Context: an optimization exercise on an open-source flow, tuned for small area. The choices shown serve that exercise and are no tape-out recipe.
In this exercise RTL edits were held to simulation tests only and were not proved equivalent to the original.
Power and IR drop assume default switching activity.

==> design.v <==
package mpb_pkg;
	localparam int ADDR_W = 7;
	localparam int DATA_W = 8;
	typedef logic [ADDR_W-1:0] addr_t;      
	typedef logic [DATA_W-1:0] data_t;      
	localparam int REG_NUM = 128;
	localparam addr_t REVID_ADDR  = 7'h7F;
	localparam data_t REVID_VALUE = 8'h27;
	typedef enum logic [1:0] {
		GNT_IDLE = 2'd0,                  
		GNT_I2C  = 2'd1,                  
		GNT_PRL  = 2'd2                   
	} grant_t;
endpackage
`timescale 1ns/10ps
import mpb_pkg::*;
module sfr_bank (
	input  logic  i_clk,
	input  logic  i_rst,
	input  logic  i_we,                   
	input  logic  i_re,                   
	input  mpb_pkg::addr_t i_addr,
	input  mpb_pkg::data_t i_wdat,
	output mpb_pkg::data_t o_rdat,                 
	output logic  o_rrdy
);
	mpb_pkg::data_t regs [REG_NUM];                
	logic  hit_revid;
	mpb_pkg::data_t rd_mux;
	assign hit_revid = (i_addr == REVID_ADDR);
	always_ff @(posedge i_clk) begin
		if (i_rst) begin
			for (int n = 0; n < REG_NUM; n++) begin
				regs[n] <= '0;
			end
		end else if (i_we && !hit_revid) begin
			regs[i_addr] <= i_wdat;
		end
	end
	always_comb begin
		if (hit_revid) begin
			rd_mux = REVID_VALUE;
		end else begin
			rd_mux = regs[i_addr];
		end
	end
	always_ff @(posedge i_clk) begin
		if (i_re) begin
			o_rdat <= rd_mux;
		end
	end
	always_ff @(posedge i_clk) begin
		if (i_rst) begin
			o_rrdy <= 1'b0;
		end else begin
			o_rrdy <= i_re;
		end
	end
endmodule
`timescale 1ns/10ps
import mpb_pkg::*;
module mpb_arbiter (
	input  logic  i_clk,
	input  logic  i_rst,
	input  logic  i_rd_0,                 
	input  logic  i_wr_0,                 
	input  mpb_pkg::addr_t i_addr_0,
	input  mpb_pkg::data_t i_wdat_0,
	output logic  o_busy_0,               
	output logic  o_rrdy_0,               
	input  logic  i_rd_1,                 
	input  logic  i_wr_1,                 
	input  mpb_pkg::addr_t i_addr_1,
	input  mpb_pkg::data_t i_wdat_1,
	output logic  o_busy_1,               
	output logic  o_rrdy_1,               
	output mpb_pkg::data_t o_rdat,                 
	output logic  o_bus_we,
	output logic  o_bus_re,
	output mpb_pkg::addr_t o_bus_addr,
	output mpb_pkg::data_t o_bus_wdat,
	input  mpb_pkg::data_t i_bus_rdat,
	input  logic  i_bus_rrdy              
);
	logic  [1:0] fill;                    
	logic  [1:0] req_wr;                  
	mpb_pkg::addr_t       req_addr [2];
	mpb_pkg::data_t       req_wdat [2];
	logic  [1:0] slot_full;
	logic  [1:0] slot_wr;                 
	mpb_pkg::addr_t       slot_addr [2];
	mpb_pkg::data_t       slot_wdat [2];
	logic  [1:0] issue;                   
	logic  [1:0] full_nxt;
	logic        bus_sel;                 
	mpb_pkg::grant_t      grant_q;
	mpb_pkg::grant_t      grant_nxt;
	logic        rd_owner;                
	assign fill[0]     = i_rd_0 | i_wr_0;
	assign fill[1]     = i_rd_1 | i_wr_1;
	assign req_wr[0]   = i_wr_0;
	assign req_wr[1]   = i_wr_1;
	assign req_addr[0] = i_addr_0;
	assign req_addr[1] = i_addr_1;
	assign req_wdat[0] = i_wdat_0;
	assign req_wdat[1] = i_wdat_1;
	always_comb begin
		issue[0] = (grant_q == GNT_I2C);
		issue[1] = (grant_q == GNT_PRL);
		for (int n = 0; n < 2; n++) begin
			full_nxt[n] = fill[n] | (slot_full[n] & ~issue[n]);
		end
		if (full_nxt[1]) begin
			grant_nxt = GNT_PRL;
		end else if (full_nxt[0]) begin
			grant_nxt = GNT_I2C;
		end else begin
			grant_nxt = GNT_IDLE;
		end
	end
	always_ff @(posedge i_clk) begin
		if (i_rst) begin
			slot_full <= 2'b00;
			grant_q   <= GNT_IDLE;
		end else begin
			slot_full <= full_nxt;
			grant_q   <= grant_nxt;
		end
	end
	always_ff @(posedge i_clk) begin
		for (int n = 0; n < 2; n++) begin
			if (fill[n]) begin
				slot_wr[n]   <= req_wr[n];
				slot_addr[n] <= req_addr[n];
				slot_wdat[n] <= req_wdat[n];
			end
		end
	end
	assign bus_sel    = issue[1];
	assign o_bus_we   = |(issue & slot_wr);
	assign o_bus_re   = |(issue & ~slot_wr);
	assign o_bus_addr = slot_addr[bus_sel];
	assign o_bus_wdat = slot_wdat[bus_sel];
	always_ff @(posedge i_clk) begin
		if (i_rst) begin
			rd_owner <= 1'b0;
		end else if (o_bus_re) begin
			rd_owner <= bus_sel;
		end
	end
	assign o_rrdy_0 = i_bus_rrdy & ~rd_owner;
	assign o_rrdy_1 = i_bus_rrdy & rd_owner;
	assign o_rdat   = i_bus_rdat;         
	assign o_busy_0 = slot_full[0];
	assign o_busy_1 = slot_full[1];
endmodule
`timescale 1ns/10ps
import mpb_pkg::*;
module mpb_core (
	input  logic  i_clk,
	input  logic  i_rst,
	input  logic  i_rd_0,
	input  logic  i_wr_0,
	input  mpb_pkg::addr_t i_addr_0,
	input  mpb_pkg::data_t i_wdat_0,
	input  logic  i_rd_1,
	input  logic  i_wr_1,
	input  mpb_pkg::addr_t i_addr_1,
	input  mpb_pkg::data_t i_wdat_1,
	output logic  o_busy_0,
	output logic  o_busy_1,
	output logic  o_rrdy_0,
	output logic  o_rrdy_1,
	output mpb_pkg::data_t o_rdat
);
	logic  bus_we;
	logic  bus_re;
	mpb_pkg::addr_t bus_addr;
	mpb_pkg::data_t bus_wdat;
	mpb_pkg::data_t bus_rdat;
	logic  bus_rrdy;
	mpb_arbiter u0_mpb_arbiter (
		.i_clk		(i_clk),
		.i_rst		(i_rst),
		.i_rd_0		(i_rd_0),	 
		.i_wr_0		(i_wr_0),
		.i_addr_0	(i_addr_0),
		.i_wdat_0	(i_wdat_0),
		.o_busy_0	(o_busy_0),
		.o_rrdy_0	(o_rrdy_0),
		.i_rd_1		(i_rd_1),	 
		.i_wr_1		(i_wr_1),
		.i_addr_1	(i_addr_1),
		.i_wdat_1	(i_wdat_1),
		.o_busy_1	(o_busy_1),
		.o_rrdy_1	(o_rrdy_1),
		.o_rdat		(o_rdat),	 
		.o_bus_we	(bus_we),	 
		.o_bus_re	(bus_re),
		.o_bus_addr	(bus_addr),
		.o_bus_wdat	(bus_wdat),
		.i_bus_rdat	(bus_rdat),	 
		.i_bus_rrdy	(bus_rrdy)
	);  
	sfr_bank u0_sfr_bank (
		.i_clk		(i_clk),
		.i_rst		(i_rst),
		.i_we		(bus_we),
		.i_re		(bus_re),
		.i_addr		(bus_addr),
		.i_wdat		(bus_wdat),
		.o_rdat		(bus_rdat),
		.o_rrdy		(bus_rrdy)
	);  
endmodule
==> run.sh <==
#!/bin/bash
# synth_recipe.tcl (not shown) runs the flow's synth.tcl, then flattens the netlist and writes it again
# the make line also repeats each setting of config.mk as NAME=value (left out here)
make -C /OpenROAD-flow-scripts/flow DESIGN_CONFIG=/design/flow/config.mk WORK_HOME=/design/flow/orfs CLKGATE_MAP_FILE= SYNTH_SCRIPT=/design/flow/synth_recipe.tcl finish
==> config.mk <==
export PLATFORM = sky130hd
export DESIGN_NAME = mpb_core
export DESIGN_NICKNAME = mpb_core
export VERILOG_FILES = /design/flow/design.v
export SDC_FILE = /design/flow/constraint.sdc
export NUM_CORES = 4
export LEC_CHECK = 0
export CAP_MARGIN = 20
export CORE_MARGIN = 2
export CORE_UTILIZATION = 40
export SLEW_MARGIN = 20
==> constraint.sdc <==
create_clock -name core_clock -period 5.0 [get_ports {i_clk}]
set_input_delay 1.0000 -clock core_clock [delete_from_list [all_inputs] [get_ports {i_clk}]]
set_output_delay 1.0000 -clock core_clock [all_outputs]
set_load 0.01 [all_outputs]
==> run summary <==
* Fraction of power consumed by sequential logic at 0.495
* Final non-filler cell total at 5264
* NumNets Final at 3697
* Data required time at the worst endpoint at 5.41 ns
* Achievable frequency at 222.6 MHz
* Unique cell type count in the Yosys netlist at 57
* Number of synthesis warnings at 6
* Average via count per standard cell at 5.902
* Portion of the post-synthesis area used by sequential elements at 0.6906
* Area share of xor/xnor cells in the synthesized design at 0
* Result of the run: finished clean
* Minimum clock period after layout at 4.493 ns
* Inserted Clock Buffers at 108
* Slew Limit Headroom at 0.2347
* Internal Power at 15.48 mW
* Place WS at 0.6762 ns
* Most frequently used cell type in the post-synthesis netlist: sky130_fd_sc_hd__nor2_1
* Worst-margin pin slew at 1.148 ns
* Number of input and output port buffers inserted at 47
* Post-synthesis share of cell area spent on and, or, nand and nor gates at 0.1284
* Lkg Pwr at 18.69 nW
* Largest net degree at the start of global routing at 128
* Reg2Reg Setup Slack at 0.51 ns
* Critical path type: reg -> reg
* Library cell with the largest summed area after synthesis: sky130_fd_sc_hd__edfxtp_1
* Clock sink count at 1069
* Die boundary width at 344.6 µm
* Unrepaired setup endpoints after global routing: no
* Worst-Skew Late Latency at 0.70 ns
* Die area at 0.1188 mm²
* TritonCTS clock tree: done
* Sum of internal, switching and leakage power at 20.98 mW
* Number of global-route vias before repair at 29590
* Num ports at 48
* Depth of the most critical reg-to-reg path at 9
* Initial Util at 0.4048
* Type of destination of the critical path: flop
* Final worst slack at 0.5073 ns
* Switching share of power at 0.2619
* Final critical-path share of the clock period at 0.8985
* Number of endpoints failing setup at the final stage at 0
* Number of violations of the max-capacitance limit at 0
* Sum of routed wire length over all layers at 141.8 mm
* Die height at 344.6 µm
* Data arrival time of the critical path at 4.90 ns
* Post-DR wirelength/cell at 26.94 µm
* Complex-gate fraction of the synthesized area at 0.07363
* Synth-to-layout area growth at 12.60%
* Number of enable flip-flop cells after synthesis at 1064
* Synthesized instance count at 3679
* Ratio of cells with drive above 1 in the final layout at 0.07703
* Leftover overflow at the end of global routing at 0
* Hold buffers post-CTS at 0
* Core Area at 0.1147 mm²
* Largest buffer count on any clock path at 3
* Total half-perimeter wirelength after legalization and detailed placement at 85.88 mm
* Total inserted antenna cells at 0
* Synthesized flop and latch total at 1069
* Clock-pin slew on the worst setup and hold paths at 0.06 ns
* Post-synth top flop: sky130_fd_sc_hd__edfxtp_1
* Overall Global Routing Usage at 0.2364
* Cell types with the highest counts after synthesis: 1067 x sky130_fd_sc_hd__nor2_1, 1064 x sky130_fd_sc_hd__edfxtp_1, 376 x sky130_fd_sc_hd__mux2i_1, 183 x sky130_fd_sc_hd__o22ai_1, 177 x sky130_fd_sc_hd__clkbuf_1
* 1st-pass router iterations at 6
* Placed Instances at 5063
* # rows at 124
* Setup TNS at 0 ns
* Pwr/cell area at 401.4 mW/mm²
* Buffers inserted by post-CTS timing repair at 0
* Largest family of logic cells by synthesized area: simple AND/OR/NAND/NOR gates
* Global-route wire length before repair at 205.1 mm
* Async set-reset flop share out of synthesis at 0
* Synthesized cell area at 0.04641 mm²
* Startpoint Class: flop
* Multiplexer share of the synthesized area at 0.08385
* Largest clock skew in the final design at 0.02548 ns
* Clock group share of total power at 0.382
* Share of the synthesized area in the top cell type at 0.6885
* Count of pins over their slew limit at 0
* Number of design-rule violations left by the first detailed-router iteration at 3968
* Peak supply drop at 0.0003768 V
* Via count of the routed design at 31070
* Antenna violations before repair at 2
* Final weighted congestion in routability-driven placement at 0.8881
* Adder-cell share of the synthesized area at 0
* Count of instances resized after the clock tree is built at 0
* Post-route DRC violation count at 0
* Final number of hold-violating endpoints at 0
* Worst-path fanout max at 116
* CTS H-tree lvls at 3
* Hold/Removal Path Class: reg -> reg
* Number of nets still failing antenna checks after routing at 0
* Worst Hold Path Cells at 2
* Avg Synthesized Cell Area at 12.61 µm²
* Leading post-synthesis cells by cell area: sky130_fd_sc_hd__edfxtp_1 69%, sky130_fd_sc_hd__nor2_1 8.6%, sky130_fd_sc_hd__mux2i_1 8.1%
* Logic pwr share at 0.122
* Net switching power figure at 5.494 mW
* CTS root buf: sky130_fd_sc_hd__clkbuf_16
[metrics by stage]
stage	instance area (µm²)	hold slack, ns	utilization
after floorplan	46430	0.4726	-
after global placement	48810	0.6093	0.4257
after detailed placement	48810	0.6133	0.4257
after CTS	52250	0.6318	0.4557
after global routing	52260	0.7093	0.4558
final	52260	0.6628	0.4558
[critical path, stage by stage, from the launching register on]
cell	delay, ns
sky130_fd_sc_hd__dfxtp_1	0.55
sky130_fd_sc_hd__nand2b_2	0.26
sky130_fd_sc_hd__a21boi_4	0.49
sky130_fd_sc_hd__buf_12	0.48
sky130_fd_sc_hd__mux2i_1	0.31
sky130_fd_sc_hd__o22ai_1	0.14
sky130_fd_sc_hd__o21ai_0	0.51
sky130_fd_sc_hd__a41o_1	0.34
sky130_fd_sc_hd__nand2_1	0.14
sky130_fd_sc_hd__or4_1	0.60
[cells by family after synthesis]
| family | after synthesis |
|---|---|
| and+or+nand+nor | 1444 |
| other | 1 |
| AOI/OAI and AO/OA | 516 |
| DFF | 1069 |
| muxes | 385 |
| buffers and inverters | 264 |
[cells in the final DEF, fill, tap and decap left out, drive strengths merged, types with 5 or more instances in the layout]
master | synthesis | layout
nor4 | 5 | 5
conb | 1 | 8
o21ai | 130 | 130
bufinv | 0 | 11
nand4 | 6 | 6
a22o | 11 | 11
o22ai | 183 | 183
a222oi | 17 | 17
nor3 | 13 | 13
a22oi | 68 | 68
a221oi | 19 | 19
clkbuf | 177 | 132
mux2i | 378 | 378
nand3 | 8 | 8
o211ai | 7 | 7
clkinv | 0 | 50
and3 | 7 | 7
dfxtp | 5 | 5
edfxtp | 1064 | 1064
a31oi | 13 | 13
nand2 | 182 | 182
nand2b | 135 | 135
nor2 | 1067 | 1067
a41oi | 26 | 26
a21oi | 16 | 16
mux2 | 7 | 7
buf | 81 | 77
inv | 6 | 12
nor2b | 7 | 7
clkdlybuf4s50 | 0 | 46
[registers in the layout, indices dropped and copies added, names as in the netlist]
| name | count |
|---|---|
| u0_mpb_arbiter.slot_full | 1 |
| u0_sfr_bank.regs | 1024 |
| u0_mpb_arbiter.slot_wdat | 16 |
| u0_mpb_arbiter.grant_q | 2 |
| u0_mpb_arbiter.slot_addr | 14 |
| u0_sfr_bank.o_rrdy | 1 |
| u0_sfr_bank.o_rdat | 8 |
| u0_mpb_arbiter.rd_owner | 1 |
| u0_mpb_arbiter.slot_wr | 2 |
[final cells by class]
type / instances / area [µm²]
fill: 10170 / 62400
sequential: 1069 / 32050
multi-input combinational: 2353 / 13590
clock buffer: 132 / 2814
tap: 1512 / 1892
timing repair buffer: 123 / 1264
clock inverter: 69 / 625.6
inverter: 6 / 22.52
[final timing paths]
| path | startpoint | end |
|---|---|---|
| worst min-delay path | u0_mpb_arbiter.slot_full[0]$_SDFF_PP0_ | u0_mpb_arbiter.slot_full[0]$_SDFF_PP0_ |
| worst max-delay path | u0_mpb_arbiter.grant_q[1]$_SDFF_PP0_ | u0_sfr_bank.o_rdat[1]$_SDFFCE_PN1P_ |
| worst max register to register | u0_mpb_arbiter.grant_q[1]$_SDFF_PP0_ | u0_sfr_bank.o_rdat[1]$_SDFFCE_PN1P_ |
| worst min register to register | u0_mpb_arbiter.slot_full[0]$_SDFF_PP0_ | u0_mpb_arbiter.slot_full[0]$_SDFF_PP0_ |
[power groups by stage]
stage,clock (mW),combinational (mW),sequential (mW)
final,8.02,2.57,10.4
after global routing,8.44,2.65,10.4
after CTS,8.10,2.52,10.4
after detailed placement,0,2.52,10.6
after global placement,0,2.51,10.6
after floorplan,0,1.48,10.5
[layer usage]
metal	GRT usage	up-vias	part of all wire
met5	0	-	0.00017
met4	0.07663	4	0.034
met1	0.3403	15540	0.41
met3	0.04815	278	0.11
met2	0.3590	1808	0.45
li1	-	13440	-

-- separate check: timing with driven ports --
In the flow no input, the clock included, has a driving cell. The finished layout below was timed again as built, in two steps.
Step 1 (the two cells are an assumption about what drives the block):
set clk [get_ports {i_clk}]
set_driving_cell -lib_cell sky130_fd_sc_hd__clkbuf_16 $clk
set_driving_cell -lib_cell sky130_fd_sc_hd__buf_2 [delete_from_list [all_inputs] $clk]
Step 2 also shifts input and output timing later by t, the mid clock arrival at the registers, as if the neighbouring blocks saw the same clock.
a / b / c = ideal / step 1 / step 2; a / b = the first two.
shift t [ns]: 0.758
setup WS [ns]: 0.507 / 0.507 / 0.507
worst hold slack (ns): 0.663 / 0.663 / 0.663
latest minus earliest clock arrival (ns): 0.027 / 0.027
After both steps this run still meets setup and hold. For this run, drivers alone change the setup slack by 0.000 ns; drivers and shift together by 0.000 ns.
